Background: an optimization exercise with open tools, aiming at small area, a short achievable clock period and few clock cycles. Do not read the settings as production practice. Only simulation tests tie the RTL to the original design; equivalence was not proved. Power figures rest on the tool's default switching activity, not on a simulated workload.

12-25:
// uop_frontend
module uop_frontend #(
    parameter int xlen = 32
) (
    input  logic                 clk,
    input  logic                 reset,
    input  logic                 instr_valid,
    input  isa_pkg::instr_word_u instr,
    output logic                 instr_ready,
    output logic                 wb_valid,
    output uop_pkg::reg_idx_t    wb_reg,
    output logic [xlen-1:0]      wb_data
);
    localparam int MB = 8;              
    localparam int ND = MB / 2;         
    logic [31:0] rf [1:15];
    logic [31:0] opa, opb;              
    logic [31:0] ps, pc;                
    logic        ex_wr;                 
    logic        ex_mul;                
    logic        ex_cap;                
    logic [4:0]  ex_step;               
    logic [3:0]  ex_mbyte;              
    logic        ex_arith, ex_sub, ex_and, ex_or, ex_xor, ex_sll, ex_srl;
    logic        fwd_a, fwd_b;          
    logic [3:0]  ex_rd;
    logic        ready_q;
    assign instr_ready = ready_q;
    logic [31:0] w;
    assign w = instr;
    logic [6:0] d_opc, d_f7;
    logic [2:0] d_f3;
    logic [4:0] d_rd, d_rs1, d_rs2;
    assign d_opc = w[6:0];
    assign d_rd  = w[11:7];
    assign d_f3  = w[14:12];
    assign d_rs1 = w[19:15];
    assign d_rs2 = w[24:20];
    assign d_f7  = w[31:25];
    logic d_rtype, d_itype;
    logic d_add, d_sub, d_and, d_or, d_xor, d_mul, d_sll, d_srl, d_any, d_wr;
    always_comb begin
        d_rtype = d_opc == 7'b0110011 && !d_rd[4] && !d_rs1[4] && !d_rs2[4];
  ...
clock: 8.5 ns
lec_check: 0
cap_margin: 20
core_margin: 2
core_utilization: 40
setup_slack_margin: 5
slew_margin: 20
run.sh (not shown) runs the stock make flow with config.mk's settings and CLKGATE_MAP_FILE= SYNTH_SCRIPT=/design/flow/synth_recipe.tcl, a recipe that flattens the netlist after the stock synthesis.
Testbench counts of 12-25, summed over its fixed seeds: cycles 15,585.
Edits applied to the flow inputs when going from 12-25 to 12-20:
diff --git a/flow/design.v b/flow/design.v
--- a/flow/design.v
+++ b/flow/design.v
@@ -76,15 +76,15 @@
     output uop_pkg::reg_idx_t    wb_reg,
     output logic [xlen-1:0]      wb_data
 );
     localparam int MB = 8;              
     localparam int ND = MB / 2;         
     logic [31:0] rf [1:15];
     logic [31:0] opa, opb;              
-    logic [31:0] ps, pc;                
+    logic [31:0] pc;                    
     logic        ex_wr;                 
     logic        ex_mul;                
     logic        ex_cap;                
     logic [4:0]  ex_step;               
     logic [3:0]  ex_mbyte;              
     logic        ex_arith, ex_sub, ex_and, ex_or, ex_xor, ex_sll, ex_srl;
     logic        fwd_a, fwd_b;          
@@ -133,15 +133,15 @@
     logic nfw_a, nfw_b;    
     assign byp_a = wb_valid && wb_reg[3:0] == d_rs1[3:0];
     assign byp_b = wb_valid && wb_reg[3:0] == d_rs2[3:0];
     assign nfw_a = ex_wr && ex_rd == d_rs1[3:0] && d_rs1[3:0] != 4'd0;
     assign nfw_b = ex_wr && ex_rd == d_rs2[3:0] && d_rs2[3:0] != 4'd0 && !d_itype;
     logic [31:0] a, b, bx, sum, lres, shin, shr, shrev, sres;
     logic        fin;                  
-    assign a  = ({32{fwd_a}} & wb_data) | ({32{fin}} & ps) | ({32{~fwd_a & ~fin}} & opa);
+    assign a  = fwd_a ? wb_data : opa;
     assign b  = ({32{fwd_b}} & wb_data) | ({32{fin}} & pc) | ({32{~fwd_b & ~fin}} & opb);
     logic [32:0] sum33;
     assign bx = b ^ {32{ex_sub}};
     assign sum33 = {a, 1'b1} + {bx, ex_sub};
     assign sum = sum33[32:1];
     assign lres = ({32{ex_and}} & (a & b)) | ({32{ex_or}} & (a | b)) | ({32{ex_xor}} & (a ^ b));
     always_comb begin
@@ -168,26 +168,26 @@
             for (int j = 0; j < ND - 1; j++) begin
                 if (MB * s + 2 * j < 32)
                     rows[j+1][MB*s+2*j] = rows[j+1][MB*s+2*j] | (bneg[j] & ex_step[s]);
             end
             if (s > 0 && MB * s - 2 < 32)
                 rows[0][MB*s-2] = rows[0][MB*s-2] | (negc & ex_step[s]);
         end
-        rows[ND]   = first ? 32'd0 : ps;
+        rows[ND]   = first ? 32'd0 : wb_data;
         rows[ND+1] = first ? 32'd0 : pc;
     end
     logic [31:0] ms, mc;
     csa_tree6 t (.r(rows), .s(ms), .c(mc));
     logic last_step, mdone;
     assign mdone = (opb[31:MB-1] == '0 || opb[31:MB-1] == '1) && !bneg[ND-1];
     assign last_step = ex_mul && !ex_cap && mdone;
     logic [31:0] opb_ld;
     assign opb_ld = d_itype ? {{20{w[31]}}, w[31:20]} : (byp_b ? wb_data : rd2);
     always_comb begin
-        if (ready_q)     bsrc = {byp_b ? wb_data[MB-1:0] : rd2[MB-1:0], 1'b0};    
+        if (ready_q)     bsrc = {opb_ld[MB-1:0], 1'b0};
         else if (ex_cap) bsrc = {fwd_b ? wb_data[MB-1:0] : opb[MB-1:0], 1'b0};
         else             bsrc = opb[2*MB-1:MB-1];
     end
     always_ff @(posedge clk) begin
         for (int j = 0; j < ND; j++) begin
             bneg[j] <= bsrc[2*j+2] & ~(bsrc[2*j+1] & bsrc[2*j]);
             bone[j] <= bsrc[2*j+1] ^ bsrc[2*j];
@@ -205,15 +205,14 @@
             end else begin
                 opa <= opa << MB;
                 opb <= {{MB{opb[31]}}, opb[31:MB]};
             end
         end
     end
     always_ff @(posedge clk) begin
-        ps    <= ms;
         pc    <= mc;
         negc  <= bneg[ND-1];
     end
     always_ff @(posedge clk) begin
         if (reset) begin
             ex_wr   <= 1'b0;
             ex_mul  <= 1'b0;
@@ -239,15 +238,15 @@
         ex_arith <= ready_q ? (d_add | d_sub) : last_step;
         ex_sub   <= ready_q & d_sub;
         ex_and   <= ready_q & d_and;
         ex_or    <= ready_q & d_or;
         ex_xor   <= ready_q & d_xor;
         ex_sll   <= ready_q & d_sll;
         ex_srl   <= ready_q & d_srl;
-        fwd_a    <= ready_q & nfw_a;
+        fwd_a    <= ready_q ? nfw_a : 1'b1;
         fwd_b    <= ready_q & nfw_b;
     end
     always_ff @(posedge clk) begin
         if (ready_q) begin
             ex_rd    <= d_rd[3:0];
             ex_step  <= 5'b00001;
             ex_mbyte <= 4'b1111;
@@ -261,15 +260,15 @@
             wb_valid <= 1'b0;
         end else begin
             wb_valid <= ex_wr & ~ex_mul;
         end
     end
     always_ff @(posedge clk) begin
         wb_reg  <= {1'b0, ex_rd};
-        wb_data <= ({32{ex_arith}} & sum) | lres | sres;
+        wb_data <= ({32{ex_mul & ~ex_cap}} & ms) | ({32{ex_arith}} & sum) | lres | sres;
     end
     always_ff @(posedge clk) begin
         for (int i = 1; i < 16; i++) begin
             if (wb_valid && wb_reg[3:0] == 4'(i)) rf[i] <= wb_data;
         end
     end
 endmodule
The run showing the smaller overall track demand over capacity in global routing is 12-20. 12-20 vs. 12-25: sum of buffers and inverters on the critical path decreased 1; count of sequential standard cells went down by 32; CTS buffer count went down by about 5%; netlist area before placement essentially unchanged; minimum clock period -230 ps. 12-20 has areal power density over the cells below what 12-25 had. | clock slew seen by the registers of the worst setup and hold paths | 12-25 vs 12-20 | ≈ equal |. Compared with 12-25, 12-20 shows a lower sequential element share of the synthesized area. Worst hold margin delta (12-25 -> 12-20): insignificant. Re total area of multi-input combinational cells: 12-25 and 12-20 aren't equal, and the higher value belongs to 12-20. Between 12-25 and 12-20, multiplexer area fraction after synthesis is higher for 12-20, 12-25 comes in under that. Between 12-20 and 12-25, the post-route non-filler standard cell count does not differ in any meaningful way.
Testbench counts of 12-20, summed over its fixed seeds: cycles 15,585.

## re-timing with driven ports
How much do the figures lean on ideal ports? The routed layouts below were timed once more, with nothing changed but the port constraints.
Step 1, drivers: a clkbuf_16 drives clk and a buf_2 each remaining input, both assumed.
Step 2 adds t to the input delays and takes it off the output delays; t is the mean of the earliest and latest rising clock arrival at the registers after step 1. Input paths then give back, and output paths get back, about the clock's delay inside the block.
Three values: ideal ports, drivers, drivers and shift; two values: the first two.
run | t (ns) | setup slack, ns | worst setup path at the end | slew at the worst register clock pin (ns) | pins driven straight from the clock port
12-25 | 0.712 | 4.759 / 4.759 / 4.331 | input to register | 0.07 / 0.07 | 1
12-20 | 0.702 | 4.985 / 4.917 / 4.310 | input to register | 0.07 / 0.07 | 1
After both steps every run listed still meets setup and hold. The setup slack of 12-20, which loses most, moves by -0.068 ns with the drivers and by -0.675 ns with both steps.
